From an optimization exercise on the open Yosys and OpenROAD flow, aimed at small area; shortcuts taken in it are not production practice.
The RTL was checked by simulation tests, not by an equivalence proof against the original design.

[run.sh]
#!/bin/bash
# synth_recipe.tcl (not shown) runs the flow's synth.tcl, then flattens the netlist and writes it again
# the make line also repeats each setting of config.mk as NAME=value (left out here)
make -C /OpenROAD-flow-scripts/flow DESIGN_CONFIG=/design/flow/config.mk WORK_HOME=/design/flow/orfs CLKGATE_MAP_FILE= SYNTH_SCRIPT=/design/flow/synth_recipe.tcl finish
[config.mk]
export PLATFORM = sky130hd
export DESIGN_NAME = axis_xgmii_tx
export DESIGN_NICKNAME = axis_xgmii_tx
export VERILOG_FILES = /design/flow/design.v
export SDC_FILE = /design/flow/constraint.sdc
export NUM_CORES = 4
export LEC_CHECK = 0
export CAP_MARGIN = 20
export CORE_MARGIN = 2
export CORE_UTILIZATION = 40
export SETUP_SLACK_MARGIN = 0.2
export SLEW_MARGIN = 20
[constraint.sdc]
create_clock -name core_clock -period 9.0 [get_ports {clk}]
set_input_delay 1.8000 -clock core_clock [delete_from_list [all_inputs] [get_ports {clk}]]
set_output_delay 1.8000 -clock core_clock [all_outputs]
set_load 0.01 [all_outputs]
[design.v]
package xgmii_tx_pkg;
    typedef logic [63:0] xgmii_data_t;    
    typedef logic [7:0]  xgmii_ctrl_t;    
    typedef logic [63:0] beat_data_t;
    typedef logic [7:0]  beat_keep_t;
    typedef logic [31:0] crc_t;
    typedef logic [3:0]  byte_cnt_t;      
    typedef enum logic [2:0] {
        st_idle,     
        st_data,     
        st_tail,     
        st_term,     
        st_gap       
    } tx_state_e;
    localparam logic [7:0] xgmii_idle   = 8'h07;
    localparam logic [7:0] xgmii_start  = 8'hfb;
    localparam logic [7:0] xgmii_term   = 8'hfd;
    localparam logic [7:0] xgmii_error  = 8'hfe;
    localparam logic [7:0] eth_preamble = 8'h55;
    localparam logic [7:0] eth_sfd      = 8'hd5;
    localparam xgmii_data_t idle_word_d  = {8{xgmii_idle}};
    localparam xgmii_ctrl_t idle_word_c  = 8'hff;
    localparam xgmii_data_t start_word_d = {eth_sfd, {6{eth_preamble}}, xgmii_start};
    localparam xgmii_ctrl_t start_word_c = 8'h01;
    localparam xgmii_ctrl_t err_word_c   = 8'h81;   
    localparam crc_t crc_preset = 32'hffff_ffff;
    localparam crc_t crc_poly   = 32'hedb8_8320;   
    function automatic crc_t crc32_byte(crc_t crc, logic [7:0] b);
        logic [31:0] c;
        c = crc ^ {24'h0, b};
        for (int i = 0; i < 8; i++) begin
            if (c[0]) begin
                c = (c >> 1) ^ crc_poly;
            end else begin
                c = c >> 1;
            end
        end
        crc32_byte = c;
    endfunction
    function automatic crc_t crc_rev(crc_t crc);
        logic [31:0] r;
        for (int i = 0; i < 32; i++) begin
            r[i] = crc[31-i];
        end
        crc_rev = r;
    endfunction
endpackage
module crc32_d64 (
    input  logic                     clk,
    input  logic                     rst,
    input  xgmii_tx_pkg::beat_data_t beat_i,
    input  logic                     beat_en_i,
    input  logic                     clear_i,
    input  xgmii_tx_pkg::byte_cnt_t  cnt_i,
    output xgmii_tx_pkg::crc_t       fcs_o
);
    xgmii_tx_pkg::crc_t run_q;           
    xgmii_tx_pkg::crc_t part_q [8];      
    xgmii_tx_pkg::crc_t chain  [9];
    logic [2:0]         sel;
    always_comb begin
        chain[0] = xgmii_tx_pkg::crc_rev(run_q);
        for (int i = 0; i < 8; i++) begin
            chain[i+1] = xgmii_tx_pkg::crc32_byte(chain[i], beat_i[8*i +: 8]);
        end
    end
    always_ff @(posedge clk) begin
        if (rst) begin
            run_q <= xgmii_tx_pkg::crc_preset;
        end else if (clear_i) begin
            run_q <= xgmii_tx_pkg::crc_preset;    
        end else if (beat_en_i) begin
            run_q <= xgmii_tx_pkg::crc_rev(chain[8]);
        end
    end
    always_ff @(posedge clk) begin
        if (beat_en_i) begin
            for (int i = 0; i < 8; i++) begin
                part_q[i] <= xgmii_tx_pkg::crc_rev(chain[i+1]);
            end
        end
    end
    assign sel   = cnt_i[2:0] - 3'd1;
    assign fcs_o = ~xgmii_tx_pkg::crc_rev(part_q[sel]);    
endmodule
module xgmii_tail_pack (
    input  xgmii_tx_pkg::beat_data_t  beat_i,
    input  xgmii_tx_pkg::byte_cnt_t   cnt_i,
    input  xgmii_tx_pkg::crc_t        fcs_i,
    output xgmii_tx_pkg::xgmii_data_t tail_d_o,
    output xgmii_tx_pkg::xgmii_ctrl_t tail_c_o,
    output xgmii_tx_pkg::xgmii_data_t term_d_o,
    output xgmii_tx_pkg::xgmii_ctrl_t term_c_o
);
    always_comb begin
        tail_d_o = xgmii_tx_pkg::idle_word_d;
        tail_c_o = xgmii_tx_pkg::idle_word_c;
        term_d_o = xgmii_tx_pkg::idle_word_d;
        term_c_o = xgmii_tx_pkg::idle_word_c;
        case (cnt_i)
            4'd8: begin
                tail_d_o = beat_i;
                tail_c_o = 8'h00;
                term_d_o = {{3{xgmii_tx_pkg::xgmii_idle}}, xgmii_tx_pkg::xgmii_term, fcs_i};
                term_c_o = 8'hf0;
            end
            4'd7: begin
                tail_d_o = {fcs_i[7:0], beat_i[55:0]};
                tail_c_o = 8'h00;
                term_d_o = {{4{xgmii_tx_pkg::xgmii_idle}}, xgmii_tx_pkg::xgmii_term,
                            fcs_i[31:8]};
                term_c_o = 8'hf8;
            end
            4'd6: begin
                tail_d_o = {fcs_i[15:0], beat_i[47:0]};
                tail_c_o = 8'h00;
                term_d_o = {{5{xgmii_tx_pkg::xgmii_idle}}, xgmii_tx_pkg::xgmii_term,
                            fcs_i[31:16]};
                term_c_o = 8'hfc;
            end
            4'd5: begin
                tail_d_o = {fcs_i[23:0], beat_i[39:0]};
                tail_c_o = 8'h00;
                term_d_o = {{6{xgmii_tx_pkg::xgmii_idle}}, xgmii_tx_pkg::xgmii_term,
                            fcs_i[31:24]};
                term_c_o = 8'hfe;
            end
            4'd4: begin
                tail_d_o = {fcs_i, beat_i[31:0]};
                tail_c_o = 8'h00;
                term_d_o = {{7{xgmii_tx_pkg::xgmii_idle}}, xgmii_tx_pkg::xgmii_term};
                term_c_o = 8'hff;    
            end
            4'd3: begin
                tail_d_o = {xgmii_tx_pkg::xgmii_term, fcs_i, beat_i[23:0]};
                tail_c_o = 8'h80;
            end
            4'd2: begin
                tail_d_o = {xgmii_tx_pkg::xgmii_idle, xgmii_tx_pkg::xgmii_term,
                            fcs_i, beat_i[15:0]};
                tail_c_o = 8'hc0;
            end
            4'd1: begin
                tail_d_o = {{2{xgmii_tx_pkg::xgmii_idle}}, xgmii_tx_pkg::xgmii_term,
                            fcs_i, beat_i[7:0]};
                tail_c_o = 8'he0;
            end
            default: begin
                tail_c_o = xgmii_tx_pkg::idle_word_c;    
            end
        endcase
    end
endmodule
module tx_frame_ctrl (
    input  logic                      clk,
    input  logic                      rst,
    input  xgmii_tx_pkg::beat_data_t  tdata_i,
    input  xgmii_tx_pkg::beat_keep_t  tkeep_i,
    input  logic                      tvalid_i,
    input  logic                      tlast_i,
    input  logic                      tuser_i,
    input  xgmii_tx_pkg::crc_t        fcs_i,
    input  xgmii_tx_pkg::xgmii_data_t tail_d_i,
    input  xgmii_tx_pkg::xgmii_ctrl_t tail_c_i,
    input  xgmii_tx_pkg::xgmii_data_t term_d_i,
    input  xgmii_tx_pkg::xgmii_ctrl_t term_c_i,
    output logic                      tready_o,
    output xgmii_tx_pkg::beat_data_t  beat_o,
    output logic                      beat_en_o,
    output logic                      clear_o,
    output xgmii_tx_pkg::byte_cnt_t   cnt_o,
    output xgmii_tx_pkg::xgmii_data_t xgmii_d_o,
    output xgmii_tx_pkg::xgmii_ctrl_t xgmii_c_o
);
    xgmii_tx_pkg::tx_state_e   state_q;
    xgmii_tx_pkg::beat_data_t  hold_q;      
    xgmii_tx_pkg::beat_keep_t  keep_q;
    logic                      err_q;       
    logic                      tready_q;
    xgmii_tx_pkg::xgmii_data_t xd_q;
    xgmii_tx_pkg::xgmii_ctrl_t xc_q;
    logic                      accept;
    xgmii_tx_pkg::byte_cnt_t   cnt;
    xgmii_tx_pkg::xgmii_data_t err_d;
    assign accept = tvalid_i & tready_q;
    always_comb begin
        cnt = '0;
        for (int i = 0; i < 8; i++) begin
            cnt = cnt + xgmii_tx_pkg::byte_cnt_t'(keep_q[i]);
        end
    end
    assign err_d = {xgmii_tx_pkg::xgmii_term, hold_q[55:8], xgmii_tx_pkg::xgmii_error};
    always_ff @(posedge clk) begin
        if (accept) begin
            hold_q <= tdata_i;
            keep_q <= tkeep_i;
        end
    end
    always_ff @(posedge clk) begin
        if (rst) begin
            state_q  <= xgmii_tx_pkg::st_gap;    
            tready_q <= 1'b0;
            err_q    <= 1'b0;
            xd_q     <= xgmii_tx_pkg::idle_word_d;
            xc_q     <= xgmii_tx_pkg::idle_word_c;
        end else begin
            if (accept) begin
                err_q <= tuser_i;
                if (tlast_i) begin
                    tready_q <= 1'b0;    
                end
            end
            case (state_q)
                xgmii_tx_pkg::st_idle: begin
                    xd_q <= xgmii_tx_pkg::idle_word_d;
                    xc_q <= xgmii_tx_pkg::idle_word_c;
                    if (accept) begin
                        xd_q    <= xgmii_tx_pkg::start_word_d;
                        xc_q    <= xgmii_tx_pkg::start_word_c;
                        state_q <= tlast_i ? xgmii_tx_pkg::st_tail : xgmii_tx_pkg::st_data;
                    end
                end
                xgmii_tx_pkg::st_data: begin
                    xd_q <= hold_q;    
                    xc_q <= 8'h00;
                    if (accept && tlast_i) begin
                        state_q <= xgmii_tx_pkg::st_tail;
                    end
                end
                xgmii_tx_pkg::st_tail: begin
                    if (err_q) begin
                        xd_q    <= err_d;
                        xc_q    <= xgmii_tx_pkg::err_word_c;
                        state_q <= xgmii_tx_pkg::st_gap;    
                    end else begin
                        xd_q <= tail_d_i;
                        xc_q <= tail_c_i;
                        if (cnt < 4'd4) begin
                            state_q <= xgmii_tx_pkg::st_gap;    
                        end else begin
                            state_q <= xgmii_tx_pkg::st_term;
                        end
                    end
                end
                xgmii_tx_pkg::st_term: begin
                    xd_q    <= term_d_i;
                    xc_q    <= term_c_i;
                    state_q <= xgmii_tx_pkg::st_gap;
                end
                xgmii_tx_pkg::st_gap: begin
                    xd_q     <= xgmii_tx_pkg::idle_word_d;
                    xc_q     <= xgmii_tx_pkg::idle_word_c;
                    tready_q <= 1'b1;
                    state_q  <= xgmii_tx_pkg::st_idle;
                end
                default: begin
                    tready_q <= 1'b0;
                    state_q  <= xgmii_tx_pkg::st_gap;
                end
            endcase
        end
    end
    assign tready_o  = tready_q;
    assign beat_o    = hold_q;
    assign beat_en_o = accept;
    assign clear_o   = (state_q == xgmii_tx_pkg::st_tail);    
    assign cnt_o     = cnt;
    assign xgmii_d_o = xd_q;
    assign xgmii_c_o = xc_q;
endmodule
module axis_xgmii_tx (
    input  logic                      clk,
    input  logic                      rst,
    input  xgmii_tx_pkg::beat_data_t  tdata_i,
    input  xgmii_tx_pkg::beat_keep_t  tkeep_i,
    input  logic                      tvalid_i,
    input  logic                      tlast_i,
    input  logic                      tuser_i,
    output logic                      tready_o,
    output xgmii_tx_pkg::xgmii_data_t xgmii_d_o,
    output xgmii_tx_pkg::xgmii_ctrl_t xgmii_c_o
);
    xgmii_tx_pkg::beat_data_t  beat_held;
    logic                      beat_en;
    logic                      clear;
    xgmii_tx_pkg::byte_cnt_t   cnt;
    xgmii_tx_pkg::crc_t        fcs;
    xgmii_tx_pkg::xgmii_data_t tail_d;
    xgmii_tx_pkg::xgmii_ctrl_t tail_c;
    xgmii_tx_pkg::xgmii_data_t term_d;
    xgmii_tx_pkg::xgmii_ctrl_t term_c;
    tx_frame_ctrl ctrl0 (
        .clk       (clk),
        .rst       (rst),
        .tdata_i   (tdata_i),
        .tkeep_i   (tkeep_i),
        .tvalid_i  (tvalid_i),
        .tlast_i   (tlast_i),
        .tuser_i   (tuser_i),
        .fcs_i     (fcs),
        .tail_d_i  (tail_d),
        .tail_c_i  (tail_c),
        .term_d_i  (term_d),
        .term_c_i  (term_c),
        .tready_o  (tready_o),
        .beat_o    (beat_held),
        .beat_en_o (beat_en),
        .clear_o   (clear),
        .cnt_o     (cnt),
        .xgmii_d_o (xgmii_d_o),
        .xgmii_c_o (xgmii_c_o)
    );
    crc32_d64 crc0 (
        .clk       (clk),
        .rst       (rst),
        .beat_i    (tdata_i),
        .beat_en_i (beat_en),
        .clear_i   (clear),
        .cnt_i     (cnt),
        .fcs_o     (fcs)
    );
    xgmii_tail_pack tail0 (
        .beat_i   (beat_held),
        .cnt_i    (cnt),
        .fcs_i    (fcs),
        .tail_d_o (tail_d),
        .tail_c_o (tail_c),
        .term_d_o (term_d),
        .term_c_o (term_c)
    );
endmodule
==> flow_metrics.py <==
metrics = {
    "status": {
        "result_of_the_run": "no timing/DRC/antenna violations",
    },
    "yosys": {
        "most_frequent_cell_after_synthesis": "xnor2_1",
        "largest_family_of_logic_cells_by_synthesized_area": "XOR/XNOR gates",
        "synth_warnings": 5,
        "adder_cell_share_of_the_synthesized_area": 0.004150,
        "ys_seq_elements": 437,
        "yosys-mux-area-fraction": 0.02283,
        "syn_avg_cell_area_um2": 11.78,
        "synth_simple_gate_area_share": 0.07404,
        "synthXorXnorAreaFrac": 0.3287,
        "synthDominantAreaCellType": "edfxtp_1",
        "postSynth.asyncResetShare": 0,
        "syn_inst": 2405,
        "ys_top_cells_by_count": "xnor2_1, edfxtp_1, nand2_1",
        "synth_enable_flop_cells": 328,
        "synthDominantCellAreaShare": 0.3475,
        "synth_sequential_area_ratio": 0.4245,
        "post_synth_main_area_contributors": "edfxtp_1, xnor2_1, xnor3_1, dfxtp_1, xor2_1",
        "complex_gate_fraction_of_the_synthesized_area": 0.1224,
        "synth.lib_cells_used.distinct": 69,
        "synth.net_count": 2489,
        "mapped_area_um2": 28340,
        "postSynth.topFlopCell": "edfxtp_1",
    },
    "sta": {
        "relative_max_transition_margin": 0.1751,
        "maxSlewViolCount": 0,
        "max_freq_mhz": 115.2,
        "finalSetupViolCount": 0,
        "setup_total_negative_slack_ns": 0,
        "final.min_clock_period_ns": 8.679,
        "worst-slew-pin-transition_ns": 1.232,
        "hold_violations": 0,
        "skew_ns": 0.03655,
        "rsz0062_at_grt": "no",
        "layout_setup_ws_ns": 0.3206,
        "finalCritPeriodShare": 0.9644,
    },
    "critical_path": {
        "timing.critical_path.from_type": "input pin",
        "required_ns": 9.53,
        "critical-path-max-stage-delay_ns": 0.71,
        "critPathSlowestCell": "xnor3_1",
        "path_common_cell": "xnor3_1",
        "data_arrival_time_at_the_worst_slack_endpoint_ns": 9.21,
        "critical_path.cell_chain": "clkdlybuf4s50_1 > xnor2_2 > xnor2_4 > xnor2_1 > xnor3_1 > xnor2_2 > xnor3_2 > xnor3_1 > xnor3_1 > xnor3_2 > xnor3_1 > xnor3_1 > xor3_4 > xor2_4 > xor2_1 > xnor2_1 > nand2_1 > nand3_1",
        "worstPathBufferInverterCount": 1,
        "setup.worst_path.end_class": "flop",
        "cp_max_fo": 5,
        "criticalPathCategory": "input pin to flop",
        "worst_path_top_cell_family_by_delay": "XOR/XNOR gates",
    },
    "clock_tree": {
        "cts_root_buf": "clkbuf_16",
        "cts_inserted_buffers": 51,
        "postCtsSetupRepairBufs": 0,
        "tritoncts": "built",
        "clock_insertion_delay_worst_skew_ns": 0.63,
        "cts.clk_slew.worst_paths_ns": 0.06,
        "cts_max_path_buffers": 3,
        "h_tree_levels": 2,
        "clock-sinks": 437,
    },
    "grt": {
        "number_of_global_route_vias_before_repair": 21130,
        "overflow_left_after_global_routing": 0,
        "grt_first_pass_wirelength_um": 170800,
        "gr-usage-all-layers": 0.3342,
        "antenna_violations_before_repair": 17,
        "grt_start_max_net_pins": 147,
    },
    "routing": {
        "route.detailed.drc": 0,
        "drt_wl_total_um": 123700,
        "detailroute.via_count": 22040,
        "dr.pass1.iters": 6,
        "antenna_left": 0,
        "drt-vias-per-instance": 6.009,
        "routedWlPerCell_um": 33.73,
        "initialDrtViolationCount": 3297,
    },
    "placed_design": {
        "port-buffer-count": 149,
        "place_worst_setup_slack_ns": -0.3525,
        "dp.final_hpwl_um": 97100,
        "gp_congestion": 1.015,
    },
    "cells_and_area": {
        "drive_above_1_share": 0.1612,
        "net_total_in_the_final_layout": 2765,
        "syn2layout_area_growth_pct": 19.92,
    },
    "die": {
        "fp.dieW_um": 270.2,
        "die_height_um": 270.2,
        "fp.coreArea_um2": 70030,
        "die-area_um2": 72990,
        "design.portCount": 150,
        "floorplan.initialDensity": 0.4047,
        "floorplan.rows": 97,
    },
    "flow_run": {
        "drv.max_cap_violation_count": 0,
    },
    "worst_hold_path": {
        "min-delay-path-class": "flop to flop",
    },
}
## cells in the final DEF, fill, tap and decap left out, types with 13 or more instances in the layout
cell type	synthesis	layout
xnor2_1	361	358
edfxtp_1	328	328
nand2_1	204	204
buf_4	4	197
nor2_1	197	195
clkdlybuf4s50_1	0	148
a21oi_1	136	134
o21ai_0	128	128
xor2_1	121	120
xnor3_1	118	117
dfxtp_1	109	108
clkbuf_16	0	52
xnor2_2	35	38
nor3_1	38	36
inv_1	36	35
a221oi_1	35	35
o22ai_1	34	34
o221ai_1	30	30
nand3_1	28	28
xnor3_2	21	22
mux4_2	22	22
a311oi_1	19	19
a22oi_1	19	19
xor3_1	17	17
a31oi_1	16	16
xnor2_4	15	15
nand2b_1	14	14
mux2i_1	14	14
xor2_2	14	13
a221o_1	13	13
o211ai_1	13	13
## metal layers
layer  up-vias  track usage  part of all wire
li1       9259            -                 -
met1     10850       0.4323              0.38
met2      1566       0.5229              0.45
met3       352      0.05903             0.098
met4         8       0.2053             0.077
met5         -            0           0.00047
## tightest hold or removal path: stages (launching register included)
cell and delay (ns):
dfxtp_1 0.31, nand2_1 0.05, nand2_1 0.04
## flip-flops by register name (all words and copies together), names as in the netlist
| name | count |
|---|---|
| crc0.part_q | 256 |
| ctrl0.state_q | 3 |
| ctrl0.err_q | 1 |
| ctrl0.tready_q | 1 |
| ctrl0.keep_q | 8 |
| ctrl0.xc_q | 8 |
| crc0.run_q | 32 |
| ctrl0.hold_q | 64 |
| ctrl0.xd_q | 64 |
## path summary, 6_finish.rpt
| path | startpoint | to | slack, ns | cells after the start |
|---|---|---|---|---|
| setup / recovery | tdata_i[7] | crc0.run_q[24] | 0.32 | 18 |
| hold / removal | ctrl0.xc_q[2] | ctrl0.xc_q[2] | 0.44 | 2 |
| setup reg to reg | crc0.run_q[25] | crc0.run_q[24] | 1.52 | 17 |
| hold reg to reg | ctrl0.xc_q[2] | ctrl0.xc_q[2] | 0.44 | 2 |
## cells by family (layout without fill, tap and decap cells)
family / count (synthesis) / after routing
flip-flops: 437 / 437
buffers and inverters: 169 / 487
adder cells (fa/ha/maj): 7 / 7
other: 0 / 4
AO/OA/AOI/OAI: 532 / 532
multiplexers: 37 / 37
AND/OR/NAND/NOR: 509 / 509
XOR/XNOR: 714 / 714
## repair_timing
action	in CTS	in global routing
hold buffers	0	0
gates resized for setup	0	4
endpoints found under the setup margin	0	4
## stage by stage
stage	cells	hold WS [ns]	cell area, um^2	utilization
after CTS	3663	0.4457	33940	0.4847
final	3667	0.4401	33990	0.4853
after floorplan	2405	0.4424	28350	-
after global routing	3663	0.4693	33980	0.4852
after global placement	3567	0.4293	32150	0.4591
after detailed placement	3568	0.4367	32160	0.4593
## cell type report
class                   instances  area [um^2]
diodes                          4        10.01
fillers                      6375        36040
repair buffers                353         3090
well taps                     940         1176
flip-flops and latches        437        12030
inverters                      39        153.9
clock buffers                  58         1354
clock inverters                37        429.2
multi-input cells            1799        15740

==> static timing again, ports no longer ideal <==
In the flow no input, the clock included, has a driving cell. The finished layout below was timed again as built, in two steps. Step 1: set_driving_cell puts a clkbuf_16 on clk and a buf_2 on each other input, an assumption about the parent block. Step 2, shift: input delay + t, output delay - t, t = (earliest + latest rising clock arrival at the registers) / 2. This alone moves slack from input paths to output paths. Three values: ideal ports, drivers, drivers and shift; two values: the first two.
t, ns: 0.675
slack for setup (ns): 0.321 / 0.349 / -0.326
worst slew at a driven data input, ns: 0.05
With both steps, setup timing fails in this run, where it was met with ideal ports. For this run, drivers alone change the setup slack by +0.028 ns; drivers and shift together by -0.647 ns.
